From an optimization exercise on the open Yosys and OpenROAD flow, aimed at small area, a short achievable clock period and few clock cycles per item; shortcuts taken in it are not production practice. The RTL was checked by simulation tests, not by an equivalence proof against the original design.

`design/flow/config.mk`:
```
export PLATFORM = sky130hd
export DESIGN_NAME = bitmap_page_allocator_top
export DESIGN_NICKNAME = bitmap_page_allocator_top
export VERILOG_FILES = /design/flow/design.v
export SDC_FILE = /design/flow/constraint.sdc
export NUM_CORES = 4
export LEC_CHECK = 0
export CAP_MARGIN = 25
export CORE_MARGIN = 2
export CORE_UTILIZATION = 30
export PLACE_DENSITY = 0.45
export SLEW_MARGIN = 25
export SYNTH_MEMORY_MAX_BITS = 8192
```
`design/flow/constraint.sdc`:
```
create_clock -name core_clock -period 12.0 [get_ports {clk_i}]
set_input_delay 2.4000 -clock core_clock [delete_from_list [all_inputs] [get_ports {clk_i}]]
set_output_delay 2.4000 -clock core_clock [all_outputs]
set_load 0.01 [all_outputs]
```
`design/flow/design.v`:
```
package bpa_pkg;
  localparam int MAX_PAGES   = 4096;
  localparam int WORD_BITS   = 32;
  localparam int MAP_WORDS   = (MAX_PAGES + WORD_BITS - 1) / WORD_BITS;
  localparam int PAGE_W      = $clog2(MAX_PAGES);
  localparam int CNT_W       = PAGE_W + 1;
  localparam int BIT_W       = $clog2(WORD_BITS);
  localparam int WADDR_W     = $clog2(MAP_WORDS);
  localparam int FLIP_W      = BIT_W + 1;
  localparam int OP_W        = 2;
  localparam int STS_W       = 2;
  localparam int IN_TDATA_W  = ((PAGE_W + CNT_W + 7) / 8) * 8;
  localparam int OUT_TDATA_W = ((PAGE_W + 2 * CNT_W + 7) / 8) * 8;
  typedef enum logic [OP_W-1:0] {
    OP_ALLOC    = 2'd0,
    OP_FREE     = 2'd1,
    OP_RUN_FREE = 2'd2,
    OP_RUN_USED = 2'd3
  } op_e;
  typedef enum logic [STS_W-1:0] {
    STS_OK      = 2'd0,
    STS_NO_FREE = 2'd1,
    STS_RANGE   = 2'd2
  } status_e;
  typedef enum logic [1:0] {
    ALU_FIND,
    ALU_SET,
    ALU_CLR
  } alu_mode_e;
  typedef enum logic [2:0] {
    S_IDLE,
    S_CHECK,
    S_READ,
    S_MODIFY,
    S_DONE
  } state_e;
  typedef struct packed {
    alu_mode_e            mode;
    logic [WADDR_W-1:0]   addr;
    logic [PAGE_W-1:0]    lo;
    logic [CNT_W-1:0]     end_pg;
    logic [WORD_BITS-1:0] data;
  } alu_req_t;
  typedef struct packed {
    logic [WORD_BITS-1:0] data;
    logic [FLIP_W-1:0]    flips;
    logic                 found;
    logic [BIT_W-1:0]     bit_idx;
  } alu_rsp_t;
endpackage
module bpa_ram #(
  parameter int WIDTH = 32,
  parameter int DEPTH = 128
) (
  input  logic                     clk_i,
  input  logic                     we_i,
  input  logic [$clog2(DEPTH)-1:0] waddr_i,
  input  logic [WIDTH-1:0]         wdata_i,
  input  logic [$clog2(DEPTH)-1:0] raddr_i,
  output logic [WIDTH-1:0]         rdata_o
);
  logic [WIDTH-1:0] mem_q [DEPTH];
  always_ff @(posedge clk_i) begin
    if (we_i) begin
      mem_q[waddr_i] <= wdata_i;
    end
    rdata_o <= mem_q[raddr_i];
  end
endmodule
module bpa_word_alu (
  input  logic [31:0] data_i,
  output logic [31:0] data_o
);
  assign data_o = data_i;
endmodule
import bpa_pkg::*;
module bitmap_page_allocator_top (
  input  logic                               clk_i,
  input  logic                               rst_ni,
  input  logic                               cfg_valid_i,
  output logic                               cfg_ready_o,
  input  logic [bpa_pkg::CNT_W-1:0]          cfg_data_i,
  input  logic                               s_axis_tvalid,
  output logic                               s_axis_tready,
  input  logic [bpa_pkg::IN_TDATA_W-1:0]     s_axis_tdata,
  input  logic [bpa_pkg::OP_W-1:0]           s_axis_tuser,
  output logic                               m_axis_tvalid,
  input  logic                               m_axis_tready,
  output logic [bpa_pkg::OUT_TDATA_W-1:0]    m_axis_tdata,
  output logic [bpa_pkg::STS_W-1:0]          m_axis_tuser
);
  localparam int NW = 64;    
  localparam int WB = 64;    
  localparam int NR = 32;    
  localparam int NG = 16;    
  function automatic logic [63:0] pre_or(input logic [63:0] x);
    pre_or = x;
    for (int s = 1; s < 64; s = s * 2) pre_or = pre_or | (pre_or << s);
  endfunction
  function automatic logic [63:0] first1(input logic [63:0] x);
    first1 = x & ~(pre_or(x) << 1);
  endfunction
  function automatic logic [127:0] pre_cnt2(input logic [63:0] x);
    logic [63:0] l1, l2, c1, c2;
    logic [7:0]  g1, g2, p1, p2;
    for (int g = 0; g < 8; g++) begin
      logic [7:0] a1, a2;
      a1 = x[8*g +: 8];
      a2 = '0;
      for (int s = 1; s < 8; s = s * 2) begin
        a2 = a2 | (a2 << s) | (a1 & (a1 << s));
        a1 = a1 | (a1 << s);
      end
      l1[8*g +: 8] = a1;
      l2[8*g +: 8] = a2;
      g1[g] = a1[7];
      g2[g] = a2[7];
    end
    p1 = '0;
    p2 = '0;
    for (int g = 1; g < 8; g++) begin
      p2[g] = p2[g-1] | g2[g-1] | (p1[g-1] & g1[g-1]);
      p1[g] = p1[g-1] | g1[g-1];
    end
    for (int j = 0; j < 64; j++) begin
      c1[j] = p1[j/8] | l1[j];
      c2[j] = p2[j/8] | l2[j] | (p1[j/8] & l1[j]);
    end
    pre_cnt2 = {c2, c1};
  endfunction
  function automatic logic [13:0] add14(input logic [13:0] a, input logic [13:0] b,
                                        input logic ci);
    logic [13:0] g, p, pp;
    logic [13:0] c;
    g  = a & b;
    p  = a ^ b;
    pp = p;
    for (int s = 1; s < 14; s = s * 2) begin
      g  = g | (pp & (g << s));
      pp = pp & ((pp << s) | ~(14'h3fff << s));
    end
    c = {g[12:0], 1'b0} | ({pp[12:0], 1'b1} & {14{ci}});
    add14 = p ^ c;
  endfunction
  function automatic logic [5:0] enc64(input logic [63:0] x);
    enc64 = '0;
    for (int j = 0; j < 64; j++) begin
      if (x[j]) enc64 = enc64 | 6'(j);
    end
  endfunction
  function automatic logic [63:0] dec64(input logic [5:0] a);
    dec64 = '0;
    dec64[a] = 1'b1;
  endfunction
  function automatic logic [3:0] pop8(input logic [7:0] x);
    logic [1:0] a, b, c, d;
    a = {1'b0, x[0]} + {1'b0, x[1]};
    b = {1'b0, x[2]} + {1'b0, x[3]};
    c = {1'b0, x[4]} + {1'b0, x[5]};
    d = {1'b0, x[6]} + {1'b0, x[7]};
    pop8 = ({2'b00, a} + {2'b00, b}) + ({2'b00, c} + {2'b00, d});
  endfunction
  logic              s_rdy_q, cfg_rdy_q;
  logic              rq_v_q, rq_one_q;
  logic              rq_alloc_q, rq_set_q;   
  logic [5:0]        rq_low_q, rq_lob_q;   
  logic [6:0]        rq_hiw_q;             
  logic [5:0]        rq_hib_q;
  logic              rq_nochg_q;
  logic              rq_last_q;            
  logic              rq_over_q;            
  logic [5:0]        wb_q;                 
  logic [5:0]        whi_q;                
  logic              whi_ok_q;             
  logic [5:0]        ra_e_q;               
  logic [4:0]        ra_o_q;               
  logic [4:0]        ra0_q, ra1_q;         
  logic [12:0]       tot_q, used_q, free_q;
  logic [NW-1:0]     vld_q, hf_q;
  logic [WB-1:0]     m0_q [NR];
  logic [WB-1:0]     m1_q [NR];
  logic              hnone_q, snone_q;
  logic [5:0]        hfi_q, sec_q;
  logic              p1_v_q, p1_dv_q, p1_neg_q, p1_inc_q;
  logic [1:0]        p1_sts_q;
  logic [11:0]       p1_gr_q;
  logic [3:0]        p1_pc_q [NG];
  logic              p2_v_q, p2_dv_q, p2_neg_q;
  logic [1:0]        p2_sts_q;
  logic [11:0]       p2_gr_q;
  logic [7:0]        p2_delta_q;
  logic              o_v_q, s_v_q;
  logic [1:0]        o_sts_q, s_sts_q;
  logic [11:0]       o_gr_q, s_gr_q;
  logic [12:0]       o_u_q, s_u_q, o_f_q, s_f_q;
  wire stall = s_v_q;
  wire        is_alloc  = rq_alloc_q;
  wire        is_set    = rq_set_q;
  wire        e_go      = rq_v_q & ~stall;
  wire        range_err = rq_over_q | ({rq_hiw_q, rq_hib_q} > tot_q);
  wire        wb0       = wb_q[0];
  logic [6:0]  w_e, w_o;
  logic        e_gt_lo, e_eq_lo, e_lt_hi, e_eq_hi;
  logic        o_gt_lo, o_eq_lo, o_lt_hi, o_eq_hi;
  logic [WB-1:0] t_lo, t_hi, mask0, mask1;
  assign w_e     = {ra_e_q, 1'b0};
  assign w_o     = {1'b0, ra_o_q, 1'b1};
  assign e_gt_lo = w_e >  {1'b0, rq_low_q};
  assign e_eq_lo = w_e == {1'b0, rq_low_q};
  assign e_lt_hi = w_e <  rq_hiw_q;
  assign e_eq_hi = w_e == rq_hiw_q;
  assign o_gt_lo = w_o >  {1'b0, rq_low_q};
  assign o_eq_lo = w_o == {1'b0, rq_low_q};
  assign o_lt_hi = w_o <  rq_hiw_q;
  assign o_eq_hi = w_o == rq_hiw_q;
  always_comb begin
    for (int j = 0; j < WB; j++) begin
      t_lo[j]  = (6'(j) >= rq_lob_q);
      t_hi[j]  = (6'(j) <  rq_hib_q);
      mask0[j] = (e_gt_lo | (e_eq_lo & t_lo[j])) & (e_lt_hi | (e_eq_hi & t_hi[j]));
      mask1[j] = (o_gt_lo | (o_eq_lo & t_lo[j])) & (o_lt_hi | (o_eq_hi & t_hi[j]));
    end
  end
  logic [4:0]    ra0, ra1;
  logic [WB-1:0] rd0, rd1, rv0w, rv1w, a_word;
  logic          rv0, rv1;
  assign ra0    = ra0_q;
  assign ra1    = ra1_q;
  assign rd0    = m0_q[ra0];
  assign rd1    = m1_q[ra1];
  assign a_word = hfi_q[0] ? rd1 : rd0;
  assign rv0    = vld_q[{ra_e_q[4:0], 1'b0}] & ~ra_e_q[5];
  assign rv1    = vld_q[{ra_o_q, 1'b1}];
  assign rv0w   = rv0 ? rd0 : {WB{1'b1}};
  assign rv1w   = rv1 ? rd1 : {WB{1'b1}};
  logic [WB-1:0] a_free, a_first, a_new;
  logic [5:0]    a_bit;
  logic          a_still;
  logic [127:0] a_cnt;
  logic [127:0] a_cnt0, a_cnt1;
  assign a_free  = ~a_word;
  assign a_cnt0  = pre_cnt2(~rd0);
  assign a_cnt1  = pre_cnt2(~rd1);
  assign a_cnt   = hfi_q[0] ? a_cnt1 : a_cnt0;
  assign a_first = a_free & ~(a_cnt[63:0] << 1);
  assign a_new   = a_word | a_first;
  assign a_bit   = enc64(a_first);
  assign a_still = a_cnt[127];
  logic [WB-1:0] r_new0, r_new1, fl0, fl1;
  assign r_new0 = is_set ? (rv0w | mask0) : (rv0w & ~mask0);
  assign r_new1 = is_set ? (rv1w | mask1) : (rv1w & ~mask1);
  assign fl0    = mask0 & (is_set ? ~rv0w : rv0w);
  assign fl1    = mask1 & (is_set ? ~rv1w : rv1w);
  wire run_wr = e_go & ~is_alloc & ~range_err & ~rq_nochg_q;
  wire al_wr  = e_go & is_alloc & ~hnone_q;
  logic [WB-1:0] wd0, wd1;
  logic [NR-1:0] we0, we1;
  assign wd0 = is_alloc ? a_new : r_new0;
  assign wd1 = is_alloc ? a_new : r_new1;
  always_comb begin
    for (int r = 0; r < NR; r++) begin
      we0[r] = (al_wr & ~hfi_q[0] & (hfi_q[5:1] == 5'(r))) | (run_wr & (ra_e_q == 6'(r)));
      we1[r] = (al_wr &  hfi_q[0] & (hfi_q[5:1] == 5'(r))) | (run_wr & (ra_o_q == 5'(r)));
    end
  end
  wire hf0_new = ~&r_new0;
  wire hf1_new = ~&r_new1;
  logic [5:0]    wlo, whi;
  logic          whi_ok;
  logic [NW-1:0] kmask, kset, f1h, f2h, below;
  logic [127:0]  kcnt;
  logic [5:0]    f1, f2;
  logic          f1_ok, f2_ok, kb1, kb2;
  assign wlo    = wb_q;
  assign whi    = whi_q;
  assign whi_ok = whi_ok_q;
  always_comb begin
    if (is_alloc) begin
      kmask = hnone_q ? '0 : dec64(hfi_q);
    end else begin
      kmask = dec64(wlo) | (whi_ok ? dec64(whi) : '0);
    end
    for (int j = 0; j < NW; j++) below[j] = (6'(j) < wlo);
  end
  assign kset  = hf_q & ~kmask;
  assign kcnt  = pre_cnt2(kset);
  assign f1h   = kset & ~(kcnt[63:0] << 1);
  assign f2h   = kset & (kcnt[63:0] << 1) & ~(kcnt[127:64] << 1);
  assign f1    = enc64(f1h);
  assign f2    = enc64(f2h);
  assign f1_ok = kcnt[63];
  assign f2_ok = kcnt[127];
  assign kb1   = |(f1h & below);
  assign kb2   = |(f2h & below);
  wire n_lo = wb0 ? hf1_new : hf0_new;
  wire n_hi = whi_ok & (wb0 ? hf0_new : hf1_new);
  logic       hnone_n, snone_n;
  logic [5:0] hfi_n, sec_n;
  always_comb begin
    hnone_n = hnone_q;
    snone_n = snone_q;
    hfi_n   = hfi_q;
    sec_n   = sec_q;
    if (al_wr) begin
      if (!a_still) begin
        hnone_n = snone_q;
        hfi_n   = sec_q;
        snone_n = snone_q | ~f2_ok;
        sec_n   = f2;
      end
    end else if (run_wr) begin
      if (kb1) begin
        hnone_n = 1'b0;
        hfi_n   = f1;
        if (kb2) begin
          snone_n = 1'b0;
          sec_n   = f2;
        end else if (n_lo) begin
          snone_n = 1'b0;
          sec_n   = wlo;
        end else if (n_hi) begin
          snone_n = 1'b0;
          sec_n   = whi;
        end else begin
          snone_n = ~f2_ok;
          sec_n   = f2;
        end
      end else if (n_lo) begin
        hnone_n = 1'b0;
        hfi_n   = wlo;
        snone_n = n_hi ? 1'b0 : ~f1_ok;
        sec_n   = n_hi ? whi : f1;
      end else if (n_hi) begin
        hnone_n = 1'b0;
        hfi_n   = whi;
        snone_n = ~f1_ok;
        sec_n   = f1;
      end else begin
        hnone_n = ~f1_ok;
        hfi_n   = f1;
        snone_n = ~f2_ok;
        sec_n   = f2;
      end
    end
  end
  wire e_done  = is_alloc | range_err | rq_nochg_q | rq_last_q;
  wire e_fin   = e_go & e_done;
  wire e_iter  = e_go & ~e_done;
  logic [3:0] pc [NG];
  always_comb begin
    for (int g = 0; g < NG / 2; g++) begin
      pc[g]          = pop8(fl0[8*g +: 8]);
      pc[g + NG / 2] = pop8(fl1[8*g +: 8]);
    end
  end
  logic [1:0]  e_sts;
  logic [11:0] e_gr;
  always_comb begin
    e_sts = STS_OK;
    e_gr  = '0;
    if (is_alloc) begin
      if (!hnone_q) e_gr  = {hfi_q, a_bit};
      else          e_sts = STS_NO_FREE;
    end else if (range_err) begin
      e_sts = STS_RANGE;
    end
  end
  logic [7:0] p1_sum;
  always_comb begin
    logic [4:0] s1 [8];
    logic [5:0] s2 [4];
    logic [6:0] s3 [2];
    for (int g = 0; g < 8; g++) s1[g] = {1'b0, p1_pc_q[2*g]} + {1'b0, p1_pc_q[2*g+1]};
    for (int g = 0; g < 4; g++) s2[g] = {1'b0, s1[2*g]} + {1'b0, s1[2*g+1]};
    for (int g = 0; g < 2; g++) s3[g] = {1'b0, s2[2*g]} + {1'b0, s2[2*g+1]};
    p1_sum = {1'b0, s3[0]} + {1'b0, s3[1]} + {7'd0, p1_inc_q};
  end
  logic [12:0] used_n, free_n;
  always_comb begin
    used_n = 13'(add14({1'b0, used_q}, p2_neg_q ? ~{6'd0, p2_delta_q} : {6'd0, p2_delta_q},
                       p2_neg_q));
    free_n = 13'(add14({1'b0, free_q}, p2_neg_q ? {6'd0, p2_delta_q} : ~{6'd0, p2_delta_q},
                       ~p2_neg_q));
  end
  wire r_v = p2_v_q & ~stall;
  wire s_acc   = s_axis_tvalid & s_rdy_q;
  wire cfg_acc = cfg_valid_i & cfg_rdy_q;
  wire pop     = o_v_q & m_axis_tready;
  logic [1:0]  in_op;
  logic [11:0] in_idx;
  logic [12:0] in_cnt;
  logic [13:0] in_hi;
  logic [5:0]  in_wb;
  assign in_op  = s_axis_tuser;
  assign in_idx = s_axis_tdata[11:0];
  assign in_cnt = s_axis_tdata[24:12];
  assign in_hi  = add14({2'b00, in_idx}, in_op[1] ? {1'b0, in_cnt} : 14'd1, 1'b0);
  assign in_wb  = in_idx[11:6];
  wire   in_last = ~in_op[1] | ((in_cnt[12:8] == 5'd0) &&
                                ({1'b0, in_cnt[7:0]} + {3'b000, in_idx[5:0]} <= 9'd128));
  wire       rq_v_n   = (rq_v_q & ~e_fin) | s_acc;
  wire       new_one  = ~(in_op[1] & (in_cnt > 13'd65));
  wire [5:0] wb_next  = wb_q + 6'd2;
  wire       nxt_last = ({rq_hiw_q, rq_hib_q} <= {1'b0, wb_q + 7'd4, 6'd0});
  logic      rq_one_n;
  always_comb begin
    if (s_acc)       rq_one_n = new_one;
    else if (e_iter) rq_one_n = nxt_last;
    else             rq_one_n = rq_one_q;
  end
  wire s_v_n     = s_v_q ? ~pop : (r_v & o_v_q & ~m_axis_tready);
  wire s_rdy_n   = ~rq_v_n | (~s_v_n & rq_one_n);
  wire p1_dv_n   = e_go | (stall & p1_dv_q);
  wire p2_dv_n   = stall ? p2_dv_q : p1_dv_q;
  wire cfg_rdy_n = ~rq_v_n & ~p1_dv_n & ~p2_dv_n;
  logic [5:0] ra_e_n;
  logic [4:0] ra_o_n;
  logic       nxt_alloc;
  always_comb begin
    if (s_rdy_q) begin
      ra_e_n    = 6'({1'b0, in_wb[5:1]} + {5'd0, in_wb[0]});
      ra_o_n    = in_wb[5:1];
      nxt_alloc = (in_op == 2'd0);
    end else begin
      ra_e_n    = e_iter ? ra_e_q + 6'd1 : ra_e_q;
      ra_o_n    = e_iter ? ra_o_q + 5'd1 : ra_o_q;
      nxt_alloc = is_alloc;
    end
  end
  logic [12:0] cfg_sat;
  assign cfg_sat = (cfg_data_i > 13'd4096) ? 13'd4096 : cfg_data_i;
  always_ff @(posedge clk_i or negedge rst_ni) begin
    if (!rst_ni) begin
      s_rdy_q   <= 1'b0;
      cfg_rdy_q <= 1'b0;
      rq_v_q    <= 1'b0;
      p1_v_q    <= 1'b0;
      p1_dv_q   <= 1'b0;
      p2_v_q    <= 1'b0;
      p2_dv_q   <= 1'b0;
      o_v_q     <= 1'b0;
      s_v_q     <= 1'b0;
      tot_q     <= '0;
      used_q    <= '0;
      free_q    <= '0;
      vld_q     <= '0;
      hf_q      <= '0;
      hnone_q   <= 1'b1;
      snone_q   <= 1'b1;
    end else begin
      s_rdy_q   <= s_rdy_n;
      cfg_rdy_q <= cfg_rdy_n;
      rq_v_q    <= rq_v_n;
      s_v_q     <= s_v_n;
      p1_dv_q   <= p1_dv_n;
      p2_dv_q   <= p2_dv_n;
      if (!stall) begin
        p1_v_q <= e_fin;
        p2_v_q <= p1_v_q;
      end
      if (s_v_q) begin
        if (pop) o_v_q <= 1'b1;
      end else if (!o_v_q || pop) begin
        o_v_q <= r_v;
      end
      if (cfg_acc) begin
        tot_q   <= cfg_sat;
        used_q  <= cfg_sat;
        free_q  <= '0;
        vld_q   <= '0;
        hf_q    <= '0;
        hnone_q <= 1'b1;
        snone_q <= 1'b1;
      end else begin
        if (!stall && p2_dv_q) begin
          used_q <= used_n;
          free_q <= free_n;
        end
        hnone_q <= hnone_n;
        snone_q <= snone_n;
        for (int r = 0; r < NR; r++) begin
          if (we0[r]) begin
            vld_q[2*r] <= 1'b1;
            hf_q[2*r]  <= is_alloc ? a_still : hf0_new;
          end
          if (we1[r]) begin
            vld_q[2*r+1] <= 1'b1;
            hf_q[2*r+1]  <= is_alloc ? a_still : hf1_new;
          end
        end
      end
    end
  end
  always_ff @(posedge clk_i) begin
    rq_one_q <= rq_one_n;
    ra_e_q   <= ra_e_n;
    ra_o_q   <= ra_o_n;
    ra0_q    <= nxt_alloc ? hfi_n[5:1] : ra_e_n[4:0];
    ra1_q    <= nxt_alloc ? hfi_n[5:1] : ra_o_n;
    hfi_q    <= hfi_n;
    sec_q    <= sec_n;
    if (s_rdy_q) begin
      rq_alloc_q <= (in_op == 2'd0);
      rq_set_q   <= (in_op == 2'd3);
      rq_low_q   <= in_idx[11:6];
      rq_lob_q   <= in_idx[5:0];
      rq_hiw_q   <= in_hi[12:6];
      rq_hib_q   <= in_hi[5:0];
      rq_nochg_q <= in_op[1] & (in_cnt == 13'd0);
      rq_over_q  <= in_hi[13];
      rq_last_q  <= in_last;
      wb_q       <= in_wb;
      whi_q      <= in_wb + 6'd1;
      whi_ok_q   <= ~&in_wb;
    end else if (e_iter) begin
      rq_last_q  <= nxt_last;
      wb_q       <= wb_next;
      whi_q      <= whi_q + 6'd2;
      whi_ok_q   <= (whi_q < 6'd62);
    end
    if (!stall) begin
      p1_neg_q <= ~is_alloc & ~is_set;
      p1_inc_q <= al_wr;
      p1_sts_q <= e_sts;
      p1_gr_q  <= e_gr;
      for (int g = 0; g < NG; g++) p1_pc_q[g] <= run_wr ? pc[g] : 4'd0;
      p2_neg_q   <= p1_neg_q;
      p2_sts_q   <= p1_sts_q;
      p2_gr_q    <= p1_gr_q;
      p2_delta_q <= p1_sum;
    end
    for (int r = 0; r < NR; r++) begin
      if (we0[r]) m0_q[r] <= wd0;
      if (we1[r]) m1_q[r] <= wd1;
    end
    if (!s_v_q && o_v_q && !pop && r_v) begin
      s_sts_q <= p2_sts_q;
      s_gr_q  <= p2_gr_q;
      s_u_q   <= used_n;
      s_f_q   <= free_n;
    end
    if (s_v_q) begin
      if (pop) begin
        o_sts_q <= s_sts_q;
        o_gr_q  <= s_gr_q;
        o_u_q   <= s_u_q;
        o_f_q   <= s_f_q;
      end
    end else if (!o_v_q || pop) begin
      o_sts_q <= p2_sts_q;
      o_gr_q  <= p2_gr_q;
      o_u_q   <= used_n;
      o_f_q   <= free_n;
    end
  end
  assign s_axis_tready = s_rdy_q;
  assign cfg_ready_o   = cfg_rdy_q;
  assign m_axis_tvalid = o_v_q;
  assign m_axis_tuser  = o_sts_q;
  assign m_axis_tdata  = {2'b00, o_f_q, o_u_q, o_gr_q};
endmodule
```
`design/flow/flow/run.sh`:
```
#!/bin/bash
set -euo pipefail
export SETUP_SLACK_MARGIN=7
bash standard.sh > standard.log 2>&1
```
`design/flow/standard.sh`:
```
#!/bin/bash
# synth_recipe.tcl (not shown) runs the flow's synth.tcl, then flattens the netlist and writes it again
# the make line also repeats each setting of config.mk as NAME=value (left out here)
make -C /OpenROAD-flow-scripts/flow DESIGN_CONFIG=/design/flow/config.mk WORK_HOME=/design/flow/orfs CLKGATE_MAP_FILE= SYNTH_SCRIPT=/design/flow/synth_recipe.tcl "${@:-finish}"
```
==> metrics.cfg, run 1 <==
[worst_hold_path]
hold_path_startpoint=p1_gr_q[10]
holdPathEnd=p2_gr_q[10]
whs_path_depth=0
holdCritPathClass=reg -> reg

[placed_design]
worst_setup_slack_after_placement_ns=3.456
finalWeightedCongestion=0.9690
placed_area_mm2=0.2229
io_buffer_count=87
place_hpwl_um=636800

[sta]
tightestPinTransition_ns=1.534
max_slew_margin_pct=-2.541
rsz0062_at_grt=yes
setup-tns-final_ns=0
worst_clock_skew_ns=0.1206
final_min_period_over_clock_period_pct=50.26
finalSetupViolations=0
finalMaxSlewViolations=14
timing.fmax_ghz=0.1658
final.min_clock_period_ns=6.031
layout_setup_ws_ns=5.969
hold_viol=0

[clock_tree]
worst_setup_hold_path_clk_slew_ns=0.06
clock_sinks=4662
clock_buffer_count_from_cts=524
cts-root-buf=clkbuf_16
hold_buffer_count_at_cts=0
clkLatencyLatePin_ns=1.16
tritoncts=built
ctsLongestPathBuffers=4
cts-htree-levels=6

[synthesis]
sequential_to_total_area_share_from_yosys_stat_pct=66.31
synth_cell_type_count=132
ys.warnings.count=8
ys_top_cells_by_count=edfxtp_1 (4329), nand3_1 (1364), nor2_1 (1044)
synthCells=15825
synth-edff-count=4329
syn_area_mm2=0.2075
ys_top_cells_by_area=edfxtp_1 (63%), nand3_1 (3.3%), and3_1 (2.4%)
yosys.cell_count.top_type=edfxtp_1
dominantRegCellSynth=edfxtp_1
synth_register_bits=4662
postSynth.asyncResetShare_pct=3.818
synth_top_area_share_pct=62.66
yosys.area.top_type=edfxtp_1
postSynthAreaPerCell_um2=13.11

[setup_path]
timing.reg2reg.setup_slack_ns=5.97
worstPathCellList=buf_16 > buf_8 > nor2b_4 > buf_12 > buf_16 > and3_4 > a2111oi_4 > nand4_1 > or3_4 > o21ai_4 > nand2_2 > xnor2_2 > nor2_1 > fa_1 > inv_1 > fa_1 > inv_1 > fa_1 > ha_4 > inv_1 > fa_2 > xor2_4 > nor2_1
rr_startpoint=ra0_q[2]
signal_arrival_time_at_the_worst_endpoint_ns=6.88
critical_path.slowest_cell=dfxtp_4
critPathLaunchType=flip-flop
criticalPathCategory=reg -> reg
reg2reg_to=p1_pc_q[7][2]
timing.critical_path.required_ns=12.85
worstSetupEndpointType=flip-flop
timing.critical_path.slowest_cell_delay_ns=0.53
r2r.worst_path.cells=23
worst-path-max-fanout=93

[global_routing]
grt_use_total_pct=32.04
grt_overflow=0
antenna_found_initial=150
grt_start_max_net_pins=127
grt_first_pass_wirelength_um=1521000
number_of_global_route_vias_before_repair=155530

[cells_and_area]
final_core_utilization_pct=40.87
layout-drive-gt1-share_pct=28.62
fin_nets=18472
synthToLayoutAreaGrowth_pct=35.86
cell_area_after_layout_mm2=0.2818
number_of_inserted_filler_cells_in_the_final_layout=63910

[detailed_routing]
routed_wirelength_um=1222000
wire_per_inst_um=43.93
drt_pass1_iterations=7
postRouteAntennaNets=0
drc=0
route.vias.total=176449
dr.first_iter.drc_count=31244
post_drt_via_cell_ratio=6.340

[die]
io_pins=97
die_h_um=835.6
initial_core_util_pct=30.08
std_cell_rows=305
die_area_mm2=0.6982
chipWidth_um=835.6
floorplan.core_area_mm2=0.6896

[job]
max-cap-violations=2

[run_status]
failed_checks=capacitance limit, slew limit
run_status=finished with violations

[cell families after synthesis]
kind of cell,after synthesis,share of synthesized area (%)
simple gates,5689,14.65
flops,4662,66.31
xor+xnor,209,0.8824
buf+inv,1413,3.287
mux,380,1.960
compound gates,3180,10.74
other cells,1,0.001808
fa+ha+maj,291,2.177
[worst max-delay path by stage]
stage / end / from / cells after the start
finish: p1_pc_q[7][2] / ra0_q[2] / 23
global route: p1_pc_q[5][1] / ra0_q[2] / 21
CTS: ra0_q[4] / ra_o_q[0] / 22
detailed placement: p1_gr_q[5] / ra0_q[2] / 18
global placement: p1_gr_q[0] / ra0_q[2] / 17
floorplan: hf_q[11] / rq_alloc_q / 15
[area by class of cell]
cell class | instances | area [µm²] | area share (%)
clock buffer | 679 | 14070 | 4.993
timing repair inverter | 9 | 78.83 | 0.02797
multi-input combinational | 9800 | 75400 | 26.75
timing repair buffer | 2814 | 39290 | 13.94
clock inverter | 235 | 1998 | 0.7090
sequential | 4662 | 137600 | 48.83
inverter | 325 | 1623 | 0.5758
tap | 9210 | 11520 | 4.089
antenna | 95 | 237.7 | 0.08435
[cells in the final DEF (no fill, tap or decap), types with 133 or more instances in the layout]
| master | instances |
|---|---|
| clkbuf_1 | 133 |
| buf_6 | 379 |
| nand4_1 | 446 |
| clkbuf_16 | 670 |
| a22oi_1 | 421 |
| dfrtp_1 | 174 |
| nor2_1 | 903 |
| ha_1 | 138 |
| a21oi_1 | 504 |
| nand3_1 | 1302 |
| o21ai_0 | 410 |
| buf_4 | 1242 |
| nand2_1 | 646 |
| buf_16 | 237 |
| edfxtp_1 | 4329 |
| buf_12 | 544 |
| dfxtp_1 | 137 |
| inv_1 | 271 |
| and3_1 | 722 |
| xnor2_1 | 156 |
| mux2i_1 | 277 |
| nor3_1 | 196 |
[routing by layer]
metal	global-route usage (%)	part of all wire, %
met2	47.26	42
met4	16.07	7.0
met3	7.849	13
met1	43.91	38
met5	0	0.044
[sequential cells by signal, indices dropped and copies added, names as in the netlist, 7 cells and up, named ones only]
register and flops:
free_q 13, hf_q 64, m0_q 2048, m1_q 2048, o_f_q 13, o_gr_q 12, o_u_q 13, p1_gr_q 12
p1_pc_q 64, p2_delta_q 8, p2_gr_q 12, rq_hiw_q 7, s_f_q 13, s_gr_q 12, s_u_q 13, tot_q 13
used_q 13, vld_q 64
[through the flow]
| stage | hold WS [ns] | instances |
|---|---|---|
| floorplan | 0.4003 | 15826 |
| global placement | 0.4048 | 24789 |
| detailed placement | 0.4062 | 24796 |
| CTS | 0.4206 | 26989 |
| global route | 0.4234 | 27759 |
| finish | 0.4188 | 27829 |
[worst max-delay path, delay by kind of cell, from the launching register on]
family | cells | cell delay, ns
adders and majority gates | 5 | 2.02
DFF | 1 | 0.53
buffers and inverters | 7 | 0.77
AOI/OAI and AO/OA | 2 | 0.40
and+or+nand+nor | 7 | 1.32
xor gates and xnor gates | 2 | 0.43
[repair_timing]
item                                    in CTS  in global routing
endpoints found under the setup margin    8103               5713
resized for setup                         2469               1358
setup buffers                             1049                535
pin swaps                                  402                398
cloned                                     230                202
Testbench counts, summed over its fixed seeds: cycles 9,771, items 9,608.
==> run 2: changes to the inputs <==
==> design/flow/flow/run.sh (replaced) <==
#!/bin/bash
set -euo pipefail
export SETUP_SLACK_MARGIN=6
bash standard.sh > standard.log 2>&1
--- a/design/flow/config.mk
+++ b/design/flow/config.mk
@@ -5,9 +5,9 @@
 export SDC_FILE = /design/flow/constraint.sdc
 export NUM_CORES = 4
 export LEC_CHECK = 0
-export CAP_MARGIN = 25
+export CAP_MARGIN = 30
 export CORE_MARGIN = 2
 export CORE_UTILIZATION = 30
 export PLACE_DENSITY = 0.45
-export SLEW_MARGIN = 25
+export SLEW_MARGIN = 30
 export SYNTH_MEMORY_MAX_BITS = 8192
==> run 2 against run 1 <==
  * Sequential share of layout area grew 5.6 points
  * Setup slack got worse by 0.19 ns
  * Area after synthesis unchanged
  * Utilization down 4.2 points
  * Now clean on timing, DRC and antenna
  * Non-clock buffer count shrank 1359
  * Sequential cell count is the same
  * Critical path type unchanged
  * Count of clock-buffer cells in the layout fell by 13
  * Synthesized cell count did not move
==> metrics.cfg, run 2 <==
[run_status]
run_status=complete, no violations

[clock_tree]
hold_buffer_count_at_cts=0
clock_buffer_count_from_cts=524
cts-root-buf=clkbuf_16
cts-htree-levels=6
ctsLongestPathBuffers=4
clkLatencyLatePin_ns=1.15
clock_sinks=4662
tritoncts=built
worst_setup_hold_path_clk_slew_ns=0.06

[worst_hold_path]
holdPathEnd=p2_gr_q[8]
whs_path_depth=0
holdCritPathClass=reg -> reg
hold_path_startpoint=p1_gr_q[8]

[placed_design]
worst_setup_slack_after_placement_ns=3.316
place_hpwl_um=627100
io_buffer_count=87
finalWeightedCongestion=0.9452

[setup_path]
signal_arrival_time_at_the_worst_endpoint_ns=6.82
worst-path-max-fanout=46
worstSetupEndpointType=flip-flop
criticalPathCategory=reg -> reg
worstPathCellList=buf_6 > bufbuf_16 > and3b_4 > clkbuf_8 > and3_1 > a2111oi_1 > and4_1 > a21oi_4 > nand4_1 > buf_4 > nor4b_1 > buf_4 > nand2_1 > o22ai_1 > o21ai_1 > nand2_2
timing.critical_path.slowest_cell_delay_ns=0.80
r2r.worst_path.cells=16
critical_path.slowest_cell=o21ai_1
critical_path.most_common_cell=buf_4
cp.depth=16
reg2reg_to=m1_q[9][18]
critPathLaunchType=flip-flop
crit_family=simple AND/OR/NAND/NOR gates
timing.critical_path.required_ns=12.60
timing.reg2reg.setup_slack_ns=5.78
critical_path.n_buffers_inverters=5
rr_startpoint=ra0_q[1]

[detailed_routing]
dr.first_iter.drc_count=26783
route.vias.total=162881
postRouteAntennaNets=0
drc=0
drt_pass1_iterations=6
routed_wirelength_um=1081000
post_drt_via_cell_ratio=6.170
wire_per_inst_um=40.93

[die]
std_cell_rows=305
chipWidth_um=835.6
die_area_mm2=0.6982
die_h_um=835.6
io_pins=97
initial_core_util_pct=30.08
floorplan.core_area_mm2=0.6896

[sta]
finalSetupViolations=0
setup-tns-final_ns=0
layout_setup_ws_ns=5.784
final.min_clock_period_ns=6.216
final_min_period_over_clock_period_pct=51.80
tightestPinTransition_ns=1.154
timing.fmax_ghz=0.1609
finalMaxSlewViolations=0
rsz0062_at_grt=yes
max_slew_margin_pct=23.04
worst_clock_skew_ns=0.1133
hold_viol=0

[synthesis]
ys_top_cells_by_count=edfxtp_1 (4329), nand3_1 (1364), nor2_1 (1044)
synth_register_bits=4662
yosys.area.top_type=edfxtp_1
synthCells=15825
synth_cell_type_count=132
dominantRegCellSynth=edfxtp_1
postSynthAreaPerCell_um2=13.11
synth-edff-count=4329
syn_area_mm2=0.2075
postSynth.asyncResetShare_pct=3.818
yosys.cell_count.top_type=edfxtp_1
ys_top_cells_by_area=edfxtp_1 (63%), nand3_1 (3.3%), and3_1 (2.4%)
ys.warnings.count=8
sequential_to_total_area_share_from_yosys_stat_pct=66.31
synth_top_area_share_pct=62.66

[global_routing]
grt_use_total_pct=29.41
grt_first_pass_wirelength_um=1411000
grt_start_max_net_pins=120
grt_overflow=0
antenna_found_initial=134
number_of_global_route_vias_before_repair=148415

[job]
max-cap-violations=0

[cells_and_area]
reg.largest.list=m0_q (2048), m1_q (2048)
fin_nets=17067
layout.cells.most_common_list=edfxtp_1 (4329), nand3_1 (1338), nor2_1 (954)
synthToLayoutAreaGrowth_pct=21.80
layout-drive-gt1-share_pct=18.60
mostFrequentLayoutCell=edfxtp_1

## run 2: worst max path at each step
stage,start,endpoint
5_1_grt,ra0_q[2],p1_pc_q[4][1]
2_1_floorplan,hfi_q[0],hf_q[40]
3_5_place_dp,ra1_q[2],ra1_q[1]
3_3_place_gp,ra1_q[3],ra1_q[0]
6_report,ra0_q[1],m1_q[9][18]
4_1_cts,ra0_q[2],p1_pc_q[4][1]
## run 2: layout make-up
class                   count  area, µm²
fillers                 66476     436900
clock inverters           244       1972
multi-input cells        9763      68880
flip-flops and latches   4662     137600
inverters                 325       1428
diodes                     74      185.2
repair buffers           1455      17190
clock buffers             666      13860
well taps                9210      11520
## run 2: layer usage
metal	up-vias	wire length, µm	GRT usage [%]
met3	2072	118700	5.677
li1	63973	-	-
met1	85924	437100	41.24
met5	-	356	0
met2	10862	469800	44.44
met4	50	54610	12.63
## run 2: kinds of logic after synthesis
family          Yosys count  synth area share (%)
simple gates           5689                 14.65
flops                  4662                 66.31
compound gates         3180                 10.74
buf+inv                1413                 3.287
mux                     380                 1.960
fa+ha+maj               291                 2.177
xor+xnor                209                0.8824
other cells               1              0.001808
## run 2: repair_timing
item                                    4_1_cts  5_1_grt
pin swaps                                   173      144
setup buffers                               392      132
cloned                                       72       19
gates resized for setup                    1027      406
endpoints found under the setup margin     5730     1927
## run 2: stage by stage
step	instances	hold slack, ns	utilization [%]	instance area [µm²]
6_report	26399	0.4160	36.64	252700
5_1_grt	26362	0.4206	36.63	252600
4_1_cts	26172	0.4173	36.12	249100
3_5_place_dp	24798	0.4045	32.34	223000
3_3_place_gp	24780	0.4027	32.25	222400
2_1_floorplan	15826	0.4003	-	207600

[afterwards: timing with drivers on the ports]
No port has a modelled driver above. Below, the same layouts with a new extraction and two added sets of constraints.
Step 1, drivers: a clkbuf_16 drives clk_i and a buf_2 each remaining input, both assumed.
Step 2 also shifts input and output timing later by t, the mid clock arrival at the registers, as if the neighbouring blocks saw the same clock.
Three values: ideal ports, drivers, drivers and shift; two values: the first two.
run	t (ns)	setup WS [ns]	worst setup path after step 2	worst register clock-pin slew, ns
run 1	1.239	5.969 / 5.969 / 5.969	register to register	0.09 / 0.09
run 2	1.252	5.784 / 5.784 / 5.784	register to register	0.07 / 0.07
